This is an optimization exercise on Yosys and OpenROAD, whose aim is a short achievable clock period and few clock cycles per item, not a production implementation. Only simulation tests tie the RTL to the original design; equivalence was not proved. No activity file was given, so power comes from the tool's default toggle rates.

Setup of old:
==> flow/design.v (excerpt) <==
module cpu_top (
  input  logic           clk,
  input  logic           rst_n_i,
  input  cpu_pkg::word_t instr_i,
  input  cpu_pkg::word_t dmem_rdata_i,
  output cpu_pkg::word_t imem_addr_o,
  output cpu_pkg::word_t dmem_addr_o,
  output cpu_pkg::word_t dmem_wdata_o,
  output logic           dmem_rd_o,
  output logic           dmem_wr_o
);
clock: 6.3 ns
lec_check: 0
cap_margin: 20
core_margin: 2
core_utilization: 35
setup_slack_margin: 3.1
slew_margin: 20
synth_hierarchical: 1
tns_end_percent: 50
standard.sh (not shown) runs the stock make flow with config.mk's settings and CLKGATE_MAP_FILE= SYNTH_SCRIPT=/design/flow/synth_recipe.tcl, a recipe that flattens the netlist after the stock synthesis.
==> flow/flow/run.sh <==
#!/bin/bash
# The standard layout (standard.sh, standard synthesis included), except that the port
# buffers that global placement inserts are sky130_fd_sc_hd__buf_4 rather than the delay
# buffer buffer_ports picks by itself. Every input and output port still gets its buffer.
# The whole output of the make run goes to standard_flow.log in the work folder.
set -euo pipefail
bash standard.sh 'BUFFER_PORTS_ARGS=-buffer_cell sky130_fd_sc_hd__buf_4' finish > standard_flow.log 2>&1
Testbench counts of old, summed over its fixed seeds: cycles 108,905, instrs 106,229.
Modified inputs, new compared to old
--- a/flow/design.v
+++ b/flow/design.v
@@ -414,12 +414,13 @@
   assign dmem_wdata_o = ex_wdata_q;
   assign dmem_rd_o    = ex_load_q;
   assign dmem_wr_o    = ex_store_q;
   logic        mispredict;
   logic        ex_taken;
   logic [31:0] alu_res;
+  logic [31:0] alu_id;          
   logic        if_pred;
   logic [31:0] if_next;
   logic [31:0] if_alt;
   logic [31:0] pc_d;
   logic [31:1] if_rs1_oh, if_rs2_oh;
   logic [31:0] if_rs1, if_rs2;
@@ -444,13 +445,17 @@
   );
   reg_file rd2_i (
     .regs_i(rf_flat), .sel_oh_i(if_rs2_oh), .byp_i(wb_we_q && (wb_rd_q == instr_i[24:20])),
     .byp_data_i(wb_res_q), .data_o(if_rs2)
   );
   logic id_mispredict;
-  assign pc_d = mispredict ? ex_alt_pc_q : (id_mispredict ? id_alt_pc_q : if_next);
+  logic id_mispredict_hi;      
+  assign pc_d[15:0]  = mispredict ? ex_alt_pc_q[15:0] :
+                       (id_mispredict ? id_alt_pc_q[15:0] : if_next[15:0]);
+  assign pc_d[31:16] = mispredict ? ex_alt_pc_q[31:16] :
+                       (id_mispredict_hi ? id_alt_pc_q[31:16] : if_next[31:16]);
   always_ff @(posedge clk or negedge rst_n_i) begin
     if (!rst_n_i) begin
       pc_q <= '0;
     end else begin
       pc_q <= pc_d;
     end
@@ -466,19 +471,19 @@
   end
   logic [31:0] id_rs1, id_rs2;
   assign id_rs1 = id_rs1_q;
   assign id_rs2 = id_rs2_q;
   always_ff @(posedge clk) begin
     if (!stall) begin
-      id_rs1_q  <= (ex_we_q && (ex_rd_q == instr_i[19:15])) ? alu_res : if_rs1;
-      id_rs2_q  <= (ex_we_q && (ex_rd_q == instr_i[24:20])) ? alu_res : if_rs2;
+      id_rs1_q  <= (ex_we_q && (ex_rd_q == instr_i[19:15])) ? alu_id : if_rs1;
+      id_rs2_q  <= (ex_we_q && (ex_rd_q == instr_i[24:20])) ? alu_id : if_rs2;
       id_fwd1_q <= id_valid_q && id_writes && (id_instr_q[11:7] == instr_i[19:15]);
       id_fwd2_q <= id_valid_q && id_writes && (id_instr_q[11:7] == instr_i[24:20]);
     end else begin
-      id_rs1_q  <= (ex_we_q && (ex_rd_q == id_instr_q[19:15])) ? alu_res : id_rs1_q;
-      id_rs2_q  <= (ex_we_q && (ex_rd_q == id_instr_q[24:20])) ? alu_res : id_rs2_q;
+      id_rs1_q  <= (ex_we_q && (ex_rd_q == id_instr_q[19:15])) ? alu_id : id_rs1_q;
+      id_rs2_q  <= (ex_we_q && (ex_rd_q == id_instr_q[24:20])) ? alu_id : id_rs2_q;
       id_fwd1_q <= 1'b0;
       id_fwd2_q <= 1'b0;
     end
   end
   always_ff @(posedge clk) begin
     if (!stall) begin
@@ -522,12 +527,19 @@
   id_branch id_branch_i (
     .rs1_i(id_rs1), .rs2_i(id_rs2), .fwd1_i(id_fa), .fwd2_i(id_fs), .ex_a_i(ex_a_q),
     .ex_b_i(ex_b_q), .ex_cin_i(ex_sub_q), .ex_add_i(ex_add_q), .bne_i(id_bne),
     .pred_i(id_pred_q), .branch_i(id_valid_q && id_branch && !mispredict),
     .resolved_o(id_resolved), .mispredict_o(id_mispredict)
   );
+  logic id_resolved_unused;
+  id_branch id_branch_hi_i (
+    .rs1_i(id_rs1), .rs2_i(id_rs2), .fwd1_i(id_fa), .fwd2_i(id_fs), .ex_a_i(ex_a_q),
+    .ex_b_i(ex_b_q), .ex_cin_i(ex_sub_q), .ex_add_i(ex_add_q), .bne_i(id_bne),
+    .pred_i(id_pred_q), .branch_i(id_valid_q && id_branch && !mispredict),
+    .resolved_o(id_resolved_unused), .mispredict_o(id_mispredict_hi)
+  );
   always_ff @(posedge clk or negedge rst_n_i) begin
     if (!rst_n_i) begin
       ex_we_q     <= 1'b0;
       ex_load_q   <= 1'b0;
       ex_store_q  <= 1'b0;
       ex_branch_q <= 1'b0;
@@ -574,12 +586,18 @@
   assign alu_res = alu_core | ({32{ex_ld_sel_q}} & dmem_rdata_i);
   ex_stage ex_stage_fwd_i (
     .a_i(ex_a_q), .b_i(ex_b_q), .sub_i(ex_sub_q), .add_i(ex_add_q), .slt_i(ex_slt_q),
     .xor_i(ex_xor_q), .or_i(ex_or_q), .and_i(ex_and_q), .res_o(alu_core_fwd)
   );
   assign alu_fwd = alu_core_fwd | ({32{ex_ld_sel_q}} & dmem_rdata_i);
+  logic [31:0] alu_core_id;
+  ex_stage ex_stage_id_i (
+    .a_i(ex_a_q), .b_i(ex_b_q), .sub_i(ex_sub_q), .add_i(ex_add_q), .slt_i(ex_slt_q),
+    .xor_i(ex_xor_q), .or_i(ex_or_q), .and_i(ex_and_q), .res_o(alu_core_id)
+  );
+  assign alu_id = alu_core_id | ({32{ex_ld_sel_q}} & dmem_rdata_i);
   ex_branch ex_branch_i (
     .a_i(ex_a_q), .b_i(ex_b_q), .bne_i(ex_bne_q), .pred_i(ex_pred_q),
     .branch_i(ex_check_q), .taken_o(ex_taken), .mispredict_o(mispredict)
   );
   always_ff @(posedge clk or negedge rst_n_i) begin
     if (!rst_n_i) begin
==> results.txt <==
Summary of new over old: post-route clock period utilization shows a reduction of 0.78 points, maximum frequency climbed 1.4%, global-route usage climbed 1.6 points. Delta (new minus old): portion of total power attributed to combinational logic up 2.3 points, switching share of power up 0.53 points, detailed-route wire length up 15%, area used by multi-input combinational logic up 7100 µm². Measured against old, the total non-filler cell area in the finished layout of new comes out at 1.10 times the reference value. Looking at capturing instance or port of the critical path, the pc_q[0] result is from old; the pc_q[25] one comes from new. new vs. old: final critical path time including I/O delays and setup now sits lower, via count of the first global-routing pass now sits higher.
Testbench counts of new, summed over its fixed seeds: cycles 108,905, instrs 106,229.

what the ideal ports hide:
The results above use ideal ports. As a check the final layouts listed here were re-extracted and re-timed, cells and wires unchanged.
Step 1 sets driving cells, clkbuf_16 on the clock port and buf_2 on the other inputs (assumed; they add their load-dependent delay and slew).
Step 2, shift: input delay + t, output delay - t, t = (earliest + latest rising clock arrival at the registers) / 2. This alone moves slack from input paths to output paths.
a / b / c = ideal ports / drivers / drivers and shift; a / b = the first two.
| run | shift t [ns] | setup WS [ns] | slew at the worst register clock pin (ns) | cell pins on the clock port's net |
|---|---|---|---|---|
| old | 0.922 | 2.802 / 2.802 / 1.991 | 0.08 / 0.08 | 1 |
| new | 0.960 | 2.851 / 2.851 / 2.024 | 0.07 / 0.07 | 1 |
After both steps setup and hold are still met in every run listed. For new, which loses most, drivers alone change the setup slack by 0.000 ns; drivers and shift together by -0.827 ns.
